Source: an optimization exercise on an open RTL-to-GDS flow (aim: a short achievable clock period and few clock cycles). Production flows keep margins and buffers that such runs may drop.
Only simulation tests tie the RTL to the original design; equivalence was not proved.
Power figures rest on the tool's default switching activity, not on a simulated workload.

$ cat flow/run.sh
#!/bin/bash
# synth_recipe.tcl (not shown) runs the flow's synth.tcl, then flattens the netlist and writes it again
# the make line also repeats each setting of config.mk as NAME=value (left out here)
make -C /OpenROAD-flow-scripts/flow DESIGN_CONFIG=/design/flow/config.mk WORK_HOME=/design/flow/orfs CLKGATE_MAP_FILE= SYNTH_SCRIPT=/design/flow/synth_recipe.tcl finish
$ cat flow/config.mk
export PLATFORM = sky130hd
export DESIGN_NAME = pipeline_cpu
export DESIGN_NICKNAME = pipeline_cpu
export VERILOG_FILES = /design/flow/design.v
export SDC_FILE = /design/flow/constraint.sdc
export NUM_CORES = 4
export LEC_CHECK = 0
export CAP_MARGIN = 20
export CORE_MARGIN = 2
export CORE_UTILIZATION = 25
export PLACE_DENSITY = 0.45
export SLEW_MARGIN = 20
$ cat flow/constraint.sdc
create_clock -name core_clock -period 9.0 [get_ports {clk}]
set_input_delay 1.8000 -clock core_clock [delete_from_list [all_inputs] [get_ports {clk}]]
set_output_delay 1.8000 -clock core_clock [all_outputs]
set_load 0.01 [all_outputs]
$ cat flow/design.v
`timescale 1ns/1ps
package cpu_pkg;
    typedef enum logic [5:0] {
        OP_SPECIAL = 6'h00,
        OP_J       = 6'h02,
        OP_BEQ     = 6'h04,
        OP_BNE     = 6'h05,
        OP_ADDI    = 6'h08,
        OP_ANDI    = 6'h0c,
        OP_ORI     = 6'h0d,
        OP_LUI     = 6'h0f,
        OP_LW      = 6'h23,
        OP_SW      = 6'h2b
    } opcode_e;
    typedef enum logic [5:0] {
        FN_SLL = 6'h00,
        FN_SRL = 6'h02,
        FN_ADD = 6'h20,
        FN_SUB = 6'h22,
        FN_AND = 6'h24,
        FN_OR  = 6'h25,
        FN_XOR = 6'h26,
        FN_SLT = 6'h2a
    } funct_e;
    typedef enum logic [3:0] {
        ALU_ADD, ALU_SUB, ALU_AND, ALU_OR, ALU_XOR,
        ALU_SLT, ALU_SLL, ALU_SRL, ALU_LUI
    } alu_op_e;
    typedef enum logic [1:0] {
        FWD_REG, FWD_EX, FWD_MEM, FWD_LOAD
    } fwd_sel_e;
    typedef struct packed {
        alu_op_e alu_op;
        logic    sel_sa;
        logic    sel_imm;
        logic    sign_ext;
        logic    dest_rt;
        logic    reg_write;
        logic    mem_read;
        logic    mem_write;
        logic    branch_eq;
        logic    branch_ne;
        logic    jump;
    } ctrl_t;
    typedef struct packed {
        logic [32-1:0] addr;
        logic [32-1:0] wdata;
        logic                 re;
        logic                 we;
    } dmem_req_t;
    typedef struct packed {
        logic [32-1:0]   a;
        logic [32-1:0]   b;
        logic [32-1:0]   imm;
        logic [5-1:0] dest;
        alu_op_e                alu_op;
        logic                   sel_imm;
        logic                   reg_write;
        logic                   mem_read;
        logic                   mem_write;
    } ex_stage_t;
    typedef struct packed {
        logic [32-1:0]   result;
        logic [32-1:0]   wdata;
        logic [5-1:0] dest;
        logic                   reg_write;
        logic                   mem_read;
        logic                   mem_write;
    } mem_stage_t;
    typedef struct packed {
        logic [32-1:0]   result;
        logic [32-1:0]   load_data;
        logic [5-1:0] dest;
        logic                   reg_write;
        logic                   mem_read;
    } wb_stage_t;
endpackage
`timescale 1ns/1ps
module decode_ctrl (
    input  cpu_pkg::opcode_e op,
    input  cpu_pkg::funct_e  funct,
    output cpu_pkg::ctrl_t   ctrl
);
    always_comb begin
        ctrl = '0;
        case (op)
            cpu_pkg::OP_SPECIAL: begin
                ctrl.reg_write = 1'b1;
                case (funct)
                    cpu_pkg::FN_ADD: ctrl.alu_op = cpu_pkg::ALU_ADD;
                    cpu_pkg::FN_SUB: ctrl.alu_op = cpu_pkg::ALU_SUB;
                    cpu_pkg::FN_AND: ctrl.alu_op = cpu_pkg::ALU_AND;
                    cpu_pkg::FN_OR:  ctrl.alu_op = cpu_pkg::ALU_OR;
                    cpu_pkg::FN_XOR: ctrl.alu_op = cpu_pkg::ALU_XOR;
                    cpu_pkg::FN_SLT: ctrl.alu_op = cpu_pkg::ALU_SLT;
                    cpu_pkg::FN_SLL: begin
                        ctrl.alu_op = cpu_pkg::ALU_SLL;
                        ctrl.sel_sa = 1'b1;
                    end
                    cpu_pkg::FN_SRL: begin
                        ctrl.alu_op = cpu_pkg::ALU_SRL;
                        ctrl.sel_sa = 1'b1;
                    end
                    default: ctrl.reg_write = 1'b0;
                endcase
            end
            cpu_pkg::OP_ADDI: begin
                ctrl.alu_op    = cpu_pkg::ALU_ADD;
                ctrl.sel_imm   = 1'b1;
                ctrl.sign_ext  = 1'b1;
                ctrl.dest_rt   = 1'b1;
                ctrl.reg_write = 1'b1;
            end
            cpu_pkg::OP_ANDI: begin
                ctrl.alu_op    = cpu_pkg::ALU_AND;
                ctrl.sel_imm   = 1'b1;
                ctrl.dest_rt   = 1'b1;
                ctrl.reg_write = 1'b1;
            end
            cpu_pkg::OP_ORI: begin
                ctrl.alu_op    = cpu_pkg::ALU_OR;
                ctrl.sel_imm   = 1'b1;
                ctrl.dest_rt   = 1'b1;
                ctrl.reg_write = 1'b1;
            end
            cpu_pkg::OP_LUI: begin
                ctrl.alu_op    = cpu_pkg::ALU_LUI;
                ctrl.sel_imm   = 1'b1;
                ctrl.dest_rt   = 1'b1;
                ctrl.reg_write = 1'b1;
            end
            cpu_pkg::OP_LW: begin
                ctrl.sel_imm   = 1'b1;
                ctrl.sign_ext  = 1'b1;
                ctrl.dest_rt   = 1'b1;
                ctrl.reg_write = 1'b1;
                ctrl.mem_read  = 1'b1;
            end
            cpu_pkg::OP_SW: begin
                ctrl.sel_imm   = 1'b1;
                ctrl.sign_ext  = 1'b1;
                ctrl.mem_write = 1'b1;
            end
            cpu_pkg::OP_BEQ: ctrl.branch_eq = 1'b1;
            cpu_pkg::OP_BNE: ctrl.branch_ne = 1'b1;
            cpu_pkg::OP_J:   ctrl.jump      = 1'b1;
            default: ;
        endcase
    end
endmodule
`timescale 1ns/1ps
module hazard_unit (
    input  logic [5-1:0] rs,
    input  logic [5-1:0] rt,
    input  logic                   use_rs,
    input  logic                   use_rt,
    input  logic [5-1:0] ex_dest,
    input  logic [5-1:0] mem_dest,
    input  logic                   ex_write,
    input  logic                   ex_load,
    input  logic                   mem_write,
    input  logic                   mem_load,
    output cpu_pkg::fwd_sel_e      fwd_a,
    output cpu_pkg::fwd_sel_e      fwd_b,
    output logic                   stall
);
    logic ex_hit_a;
    logic ex_hit_b;
    logic mem_hit_a;
    logic mem_hit_b;
    assign ex_hit_a  = use_rs && rs != '0 && ex_write && ex_dest == rs;
    assign ex_hit_b  = use_rt && rt != '0 && ex_write && ex_dest == rt;
    assign mem_hit_a = use_rs && rs != '0 && mem_write && mem_dest == rs;
    assign mem_hit_b = use_rt && rt != '0 && mem_write && mem_dest == rt;
    function automatic cpu_pkg::fwd_sel_e pick(input logic ex_hit, input logic mem_hit);
        if (ex_hit) begin
            pick = cpu_pkg::FWD_EX;
        end else if (mem_hit) begin
            pick = mem_load ? cpu_pkg::FWD_LOAD : cpu_pkg::FWD_MEM;
        end else begin
            pick = cpu_pkg::FWD_REG;
        end
    endfunction
    assign fwd_a = pick(ex_hit_a, mem_hit_a);
    assign fwd_b = pick(ex_hit_b, mem_hit_b);
    assign stall = ex_load && (ex_hit_a || ex_hit_b);
endmodule
`timescale 1ns/1ps
module reg_file (
    input  logic                   clk,
    input  logic                   rst,
    input  logic [5-1:0] raddr_a,
    input  logic [5-1:0] raddr_b,
    input  logic [5-1:0] waddr,
    input  logic [32-1:0]   wdata,
    input  logic                   we,
    output logic [32-1:0]   rdata_a,
    output logic [32-1:0]   rdata_b
);
    logic [32-1:0] regs [32];
    always_ff @(posedge clk or posedge rst) begin
        if (rst) begin
            for (int i = 0; i < 32; i++) begin
                regs[i] <= '0;
            end
        end else if (we && waddr != '0) begin
            regs[waddr] <= wdata;
        end
    end
    assign rdata_a = (raddr_a == '0) ? '0 :
                     (we && waddr == raddr_a) ? wdata : regs[raddr_a];
    assign rdata_b = (raddr_b == '0) ? '0 :
                     (we && waddr == raddr_b) ? wdata : regs[raddr_b];
endmodule
`timescale 1ns/1ps
module alu (
    input  logic [32-1:0] a,
    input  logic [32-1:0] b,
    input  cpu_pkg::alu_op_e     op,
    output logic [32-1:0] result
);
    logic less;
    assign less = $signed(a) < $signed(b);
    always_comb begin
        case (op)
            cpu_pkg::ALU_ADD: result = a + b;
            cpu_pkg::ALU_SUB: result = a - b;
            cpu_pkg::ALU_AND: result = a & b;
            cpu_pkg::ALU_OR:  result = a | b;
            cpu_pkg::ALU_XOR: result = a ^ b;
            cpu_pkg::ALU_SLT: result = {{(32-1){1'b0}}, less};
            cpu_pkg::ALU_SLL: result = b << a[4:0];
            cpu_pkg::ALU_SRL: result = b >> a[4:0];
            cpu_pkg::ALU_LUI: result = b << 16;
            default:          result = '0;
        endcase
    end
endmodule
`timescale 1ns/1ps
module pipeline_cpu (
    input  logic                 clk,
    input  logic                 rst,
    output logic [32-1:0] pcaddr,
    input  logic [32-1:0] inst,
    output logic [32-1:0] dmem_addr,
    output logic [32-1:0] dmem_wdata,
    output logic                 dmem_re,
    output logic                 dmem_we,
    input  logic [32-1:0] rdata
);
    logic [32-1:0]   pc;
    logic [32-1:0]   pc_plus4;
    logic [32-1:0]   next_pc;
    logic [32-1:0]   id_inst;
    logic [32-1:0]   id_pc4;
    logic [5-1:0] rs;
    logic [5-1:0] rt;
    logic [5-1:0] rd;
    logic [4:0]             shamt;
    logic [15:0]            imm;
    logic [32-1:0]   imm_ext;
    logic [32-1:0]   br_target;
    logic [32-1:0]   j_target;
    logic                   br_taken;
    logic                   use_rs;
    logic                   use_rt;
    logic                   stall;
    logic [32-1:0]   rf_a;
    logic [32-1:0]   rf_b;
    logic [32-1:0]   opa;
    logic [32-1:0]   opb;
    logic [32-1:0]   alu_b;
    logic [32-1:0]   ex_result;
    logic [32-1:0]   wb_data;
    cpu_pkg::ctrl_t         ctrl;
    cpu_pkg::fwd_sel_e      fwd_a;
    cpu_pkg::fwd_sel_e      fwd_b;
    cpu_pkg::ex_stage_t     ex_d;
    cpu_pkg::ex_stage_t     ex_q;
    cpu_pkg::mem_stage_t    mem_d;
    cpu_pkg::mem_stage_t    mem_q;
    cpu_pkg::wb_stage_t     wb_d;
    cpu_pkg::wb_stage_t     wb_q;
    function automatic logic [32-1:0] fwd_mux(
        input cpu_pkg::fwd_sel_e    sel,
        input logic [32-1:0] reg_val,
        input logic [32-1:0] ex_val,
        input logic [32-1:0] mem_val,
        input logic [32-1:0] load_val
    );
        case (sel)
            cpu_pkg::FWD_EX:   fwd_mux = ex_val;
            cpu_pkg::FWD_MEM:  fwd_mux = mem_val;
            cpu_pkg::FWD_LOAD: fwd_mux = load_val;
            default:           fwd_mux = reg_val;
        endcase
    endfunction
    assign pc_plus4 = pc + 32'd4;
    assign pcaddr   = pc;
    always_comb begin
        if (ctrl.jump) begin
            next_pc = j_target;
        end else if (br_taken) begin
            next_pc = br_target;
        end else begin
            next_pc = pc_plus4;
        end
    end
    always_ff @(posedge clk or posedge rst) begin
        if (rst) begin
            pc      <= 32'h0000_0000;
            id_inst <= '0;
            id_pc4  <= '0;
        end else if (!stall) begin
            pc      <= next_pc;
            id_inst <= inst;
            id_pc4  <= pc_plus4;
        end
    end
    assign rs    = id_inst[25:21];
    assign rt    = id_inst[20:16];
    assign rd    = id_inst[15:11];
    assign shamt = id_inst[10:6];
    assign imm   = id_inst[15:0];
    decode_ctrl i_decode_ctrl (
        .op    (cpu_pkg::opcode_e'(id_inst[31:26])),
        .funct (cpu_pkg::funct_e'(id_inst[5:0])),
        .ctrl  (ctrl)
    );
    assign use_rs = (ctrl.reg_write && !ctrl.sel_sa && ctrl.alu_op != cpu_pkg::ALU_LUI)
                    || ctrl.mem_write || ctrl.branch_eq || ctrl.branch_ne;
    assign use_rt = (ctrl.reg_write && !ctrl.sel_imm)
                    || ctrl.mem_write || ctrl.branch_eq || ctrl.branch_ne;
    hazard_unit i_hazard_unit (
        .rs        (rs),
        .rt        (rt),
        .use_rs    (use_rs),
        .use_rt    (use_rt),
        .ex_dest   (ex_q.dest),
        .mem_dest  (mem_q.dest),
        .ex_write  (ex_q.reg_write),
        .ex_load   (ex_q.mem_read),
        .mem_write (mem_q.reg_write),
        .mem_load  (mem_q.mem_read),
        .fwd_a     (fwd_a),
        .fwd_b     (fwd_b),
        .stall     (stall)
    );
    reg_file i_reg_file (
        .clk     (clk),
        .rst     (rst),
        .raddr_a (rs),
        .raddr_b (rt),
        .waddr   (wb_q.dest),
        .wdata   (wb_data),
        .we      (wb_q.reg_write),
        .rdata_a (rf_a),
        .rdata_b (rf_b)
    );
    assign opa = fwd_mux(fwd_a, rf_a, ex_result, mem_q.result, rdata);
    assign opb = fwd_mux(fwd_b, rf_b, ex_result, mem_q.result, rdata);
    assign imm_ext   = {{16{ctrl.sign_ext & imm[15]}}, imm};
    assign br_target = id_pc4 + {{14{imm[15]}}, imm, 2'b00};
    assign j_target  = {id_pc4[31:28], id_inst[25:0], 2'b00};
    assign br_taken  = (ctrl.branch_eq && opa == opb) || (ctrl.branch_ne && opa != opb);
    always_comb begin
        ex_d.a         = ctrl.sel_sa ? {{(32-5){1'b0}}, shamt} : opa;
        ex_d.b         = opb;
        ex_d.imm       = imm_ext;
        ex_d.dest      = ctrl.dest_rt ? rt : rd;
        ex_d.alu_op    = ctrl.alu_op;
        ex_d.sel_imm   = ctrl.sel_imm;
        ex_d.reg_write = ctrl.reg_write && !stall;
        ex_d.mem_read  = ctrl.mem_read && !stall;
        ex_d.mem_write = ctrl.mem_write && !stall;
    end
    assign alu_b = ex_q.sel_imm ? ex_q.imm : ex_q.b;
    alu i_alu (
        .a      (ex_q.a),
        .b      (alu_b),
        .op     (ex_q.alu_op),
        .result (ex_result)
    );
    always_comb begin
        mem_d.result    = ex_result;
        mem_d.wdata     = ex_q.b;
        mem_d.dest      = ex_q.dest;
        mem_d.reg_write = ex_q.reg_write;
        mem_d.mem_read  = ex_q.mem_read;
        mem_d.mem_write = ex_q.mem_write;
    end
    assign dmem_addr  = mem_q.result;
    assign dmem_wdata = mem_q.wdata;
    assign dmem_re    = mem_q.mem_read;
    assign dmem_we    = mem_q.mem_write;
    always_comb begin
        wb_d.result    = mem_q.result;
        wb_d.load_data = rdata;
        wb_d.dest      = mem_q.dest;
        wb_d.reg_write = mem_q.reg_write;
        wb_d.mem_read  = mem_q.mem_read;
    end
    always_ff @(posedge clk or posedge rst) begin
        if (rst) begin
            ex_q  <= '0;
            mem_q <= '0;
            wb_q  <= '0;
        end else begin
            ex_q  <= ex_d;
            mem_q <= mem_d;
            wb_q  <= wb_d;
        end
    end
    assign wb_data = wb_q.mem_read ? wb_q.load_data : wb_q.result;
endmodule
==> results.txt <==
[critical path, stage by stage (launching register included)]
cell      delay (ns)
dfrtp_2         0.38
buf_4           0.32
mux2i_1         0.86
ha_1            0.44
o21ai_0         0.28
o211a_1         0.39
nor4_1          0.46
o31ai_1         0.11
nor3b_1         0.21
a211oi_1        0.97
o211ai_1        0.38
xor2_1          0.31
a21oi_1         0.25
nand4_1         0.25
nor4_1          0.41
buf_4           0.19
nand4_1         0.08
buf_4           0.21
or4_4           0.52
and2_2          0.36
buf_4           0.24
o21a_1          0.18
a221o_1         0.26
[state kept, by name, summed over array words and instances (netlist names)]
register         count
i_reg_file.regs    992
mem_q               72
pc                  32
wb_q                71
id_inst             32
id_pc4              32
ex_q                94
[routing by layer]
| metal | vias up | share of wire |
|---|---|---|
| li1 | 31800 | - |
| met1 | 39200 | 0.39 |
| met4 | 32 | 0.075 |
| met5 | - | 0.00041 |
| met3 | 1717 | 0.11 |
| met2 | 5969 | 0.42 |
[how the worst min path moves through the flow]
| stage | start | to | slack [ns] |
|---|---|---|---|
| after floorplan | ex_q[0] | mem_q[0] | 0.33 |
| after global placement | ex_q[0] | mem_q[0] | 0.34 |
| after detailed placement | ex_q[0] | mem_q[0] | 0.35 |
| after CTS | ex_q[0] | mem_q[0] | 0.35 |
| after global routing | ex_q[0] | mem_q[0] | 0.36 |
| final | ex_q[0] | mem_q[0] | 0.35 |
[layout by cell type, fill, tap and decap left out, types with 28 or more instances in the layout]
master	netlist	routed
clkbuf_16	0	172
o211ai_1	84	84
mux4_2	42	42
a22oi_1	642	642
mux2i_1	128	96
a21o_1	34	34
nor2_1	918	860
clkdlybuf4s50_1	0	163
xor2_1	44	44
a2111oi_0	74	71
clkinv_2	0	32
diode_2	0	31
mux2i_4	0	32
xnor2_1	69	69
o21ai_0	624	622
nor2_4	0	64
or3_1	29	28
a22o_1	55	55
and2_1	52	47
and3_1	231	231
nand2_1	861	851
o22ai_1	67	67
buf_4	87	357
nand2b_1	53	51
nand3_1	261	261
a221oi_1	67	67
ha_1	126	126
nor4_1	50	42
or4_1	36	35
a31oi_1	39	39
nand4_1	167	167
a21oi_1	796	796
inv_1	146	145
a211oi_1	68	67
mux2_2	87	87
nor2b_1	51	45
nor3_1	110	99
o221ai_1	49	49
dfrtp_1	1325	1309
[logic make-up after synthesis]
kind of cell,after synthesis
buffers and inverters,1003
AO/OA/AOI/OAI,2917
XOR/XNOR,113
multiplexers,260
AND/OR/NAND/NOR,2960
flip-flops,1325
adder cells (fa/ha/maj),129
[cell usage after synthesis, types with 42 or more instances]
cell type	instances
xnor2_1	69
nand3_1	261
a2111oi_0	74
nor4_1	50
and3_1	231
dfrtp_1	1325
mux4_2	42
a22oi_1	642
ha_1	126
nor2_1	918
a21oi_1	796
o221ai_1	49
xor2_1	44
nand4_1	167
o22ai_1	67
nand2_1	861
o21ai_0	624
a211oi_1	68
nor3_1	110
buf_1	52
a22o_1	55
inv_1	146
mux2_2	87
nor2b_1	51
mux2i_1	128
and2_1	52
buf_2	97
buf_4	87
a221oi_1	67
nand2b_1	53
clkbuf_1	593
o211ai_1	84
[final cells by class]
| cell class | instances | area, µm² |
|---|---|---|
| multi-input cells | 6379 | 40100 |
| fillers | 32000 | 214000 |
| inverters | 150 | 567 |
| repair buffers | 548 | 4870 |
| flip-flops and latches | 1325 | 33200 |
| well taps | 3978 | 4980 |
| clock buffers | 222 | 4720 |
| diodes | 31 | 77.6 |
| clock inverters | 73 | 1070 |
[power by group]
part           switching, mW  total [mW]  leakage, nW  internal (mW)
Sequential             0.916        7.51         17.8           6.60
Clock                   2.94        7.32         2.84           4.38
Combinational           3.07        4.66         17.2           1.59
Total                   6.93        19.5         37.8           12.6
==> metrics.md <==
| Metric | Value |
|---|---|
| Die width | around 560 µm |
| Global Route Usage Sum | 0.299 |
| Largest family of logic cells by synthesized area | compound AO/OA/AOI/OAI gates |
| Unrepaired setup endpoints after global routing | false |
| Async S/R FF share, synth | 1.00 |
| Starting Density | 0.252 |
| Cell leakage power | 37.8 nW |
| Compound-Gate Fraction of Synth Area | 0.249 |
| Fin. max-slew vios | 0 |
| Final setup skew | 0.126 ns |
| Mapped Nets | about 8900 |
| P&R area growth vs syn | 17.3% |
| Synth area leaders | dfrtp_1, a22oi_1, a21oi_1 |
| Register area share after synthesis | 0.434 |
| WP data required | approximately 9.7 ns |
| Max cap viols | 0 |
| Yosys warns | 6 |
| Core box area | approximately 300000 µm² |
| Fin crit period | 8.23 ns |
| Die ar. | approximately 310000 µm² |
| Clock buffer count from CTS | around 170 |
| Worst EP arrival | around 9 ns |
| Clock root buffer | clkbuf_16 |
| Critical Path Start | ex_q[3] |
| Grt peak-use layer | met2 |
| Setup slack, reg-to-reg | around 0.77 ns |
| Final core occ | 0.295 |
| FP Rows | between 200 and 250 |
| Port bufs | between 150 and 200 |
| Post-synth top area share | 0.434 |
| Routed WL per cell | 37.7 µm |
| Simple-gate portion of the synthesized area | 0.182 |
| Cells after synthesis | ~8700 |
| Largest net degree at the start of global routing | 168 |
| GRT met3 Usage | 0.0894 |
| Synth Area in XOR/XNOR | 0.0130 |
| Hold Path Depth | 0 |
| Final-report hold violation count | 0 |
| Hold crit path type | register to register |
| FMAX | around 120 MHz |
| Clock Tree Buf Depth | 4 |
| Syn_area_per_cell | 8.77 µm² |
| Startpoint types | register |
| Clk Latency, worst-skew pair | slightly above 0.9 ns |
| Crit Path Class | register to register |
| Design area | 89600 µm² |
| Run status | finished clean |
| Critical Path Sink | pc[21] |
| Setup Viol. Count Final | 0 |
| Post-DP Area | about 84000 µm² |
| Reg2reg end | pc[21] |
| Remaining global-route overflow | 0 |
| Vias/cell | slightly above 6 |
| VDD IR-drop max | 0.133 mV |
| Synth Cell Area | around 76000 µm² |
| Die H | ~560 µm |
| Final HPWL DP | approximately 330 mm |
| #FFs+latches synth | ~1300 |
| Share of layout cells above drive strength 1 | 0.120 |
| Normalized max-slew margin | 0.140 |
| Final Non-Filler Cells | 12700 |
| RePlAce Congestion | 1.02 |
| CTS H-tree lvls | 4 |
| Via count | slightly below 80000 |
| Min Hold Slack | 0.353 ns |
| Worst r2r path cells | 22 |
| Synth cell types | about 110 |
| Final TNS setup | 0 ns |
| Critical Path Sink Type | register |
| 1st-iter DRT viols | around 13000 |
| FF-to-FF Start | ex_q[3] |
| Dominant cell type by area after synthesis | dfrtp_1 |
| Placed cells | about 12000 |
| Multiplexer share of the synthesized area | 0.0425 |
| Met2 GRT Util | 0.442 |
| Final WL | between 400 and 500 mm |
| DRT Pass-1 Iters | 7 |
| Hold bufs inserted after CTS | 0 |
| Wire length of the first global-routing pass | 647 mm |
| Final Power | approximately 20 mW |
| Initial antenna violation count | 57 |
| Final nets | 8768 |
| Dpl ws | 0.836 ns |
| Vias in the first global route | between 70000 and 80000 |
| CTS sink cnt | between 1000 and 1500 |
| EDFF count, synth | 0 |
| Final period utilization | 0.915 |
| CTS resizes | 0 |
| I/O Pins | around 160 |
| Cell Pwr Density | roughly 220 nW/µm² |
| Post-route setup slack | around 0.77 ns |
| Area share of fa/ha/maj cells after synthesis | 0.0214 |
| Most common flop cell mapped by yosys | dfrtp_1 |
| Worst-path clk slew | roughly 0.06 ns |
| Routed Antenna Nets | 0 |
| CTS tree | done |
| GRT met1 Usage | 0.378 |
| Post-CTS setup buffer count | 0 |
| DR DRC count | 0 |
| CP max FO | 18 |
| Worst-Margin Slew | approximately 1.3 ns |
Testbench counts, summed over its fixed seeds: cycles 21,684.

-- re-timing with driven ports --
How much do the figures lean on ideal ports? The routed layout below was timed once more, with nothing changed but the port constraints.
Step 1 assumes that a clkbuf_16 drives the clock port and a buf_2 every other input.
Step 2, shift: input delay + t, output delay - t, t = (earliest + latest rising clock arrival at the registers) / 2. This alone moves slack from input paths to output paths.
a / b / c = no drivers / after step 1 / after step 2; a / b = the first two.
shift t [ns]: 0.956
setup WS [ns]: 0.765 / 0.765 / 0.765
hold WS [ns]: 0.353 / 0.353 / 0.353
worst data-port slew with drivers (ns): 0.14
pins driven straight from the clock port: 1
After both steps this run still meets setup and hold. The setup slack of this run moves by 0.000 ns with the drivers and by 0.000 ns with both steps.
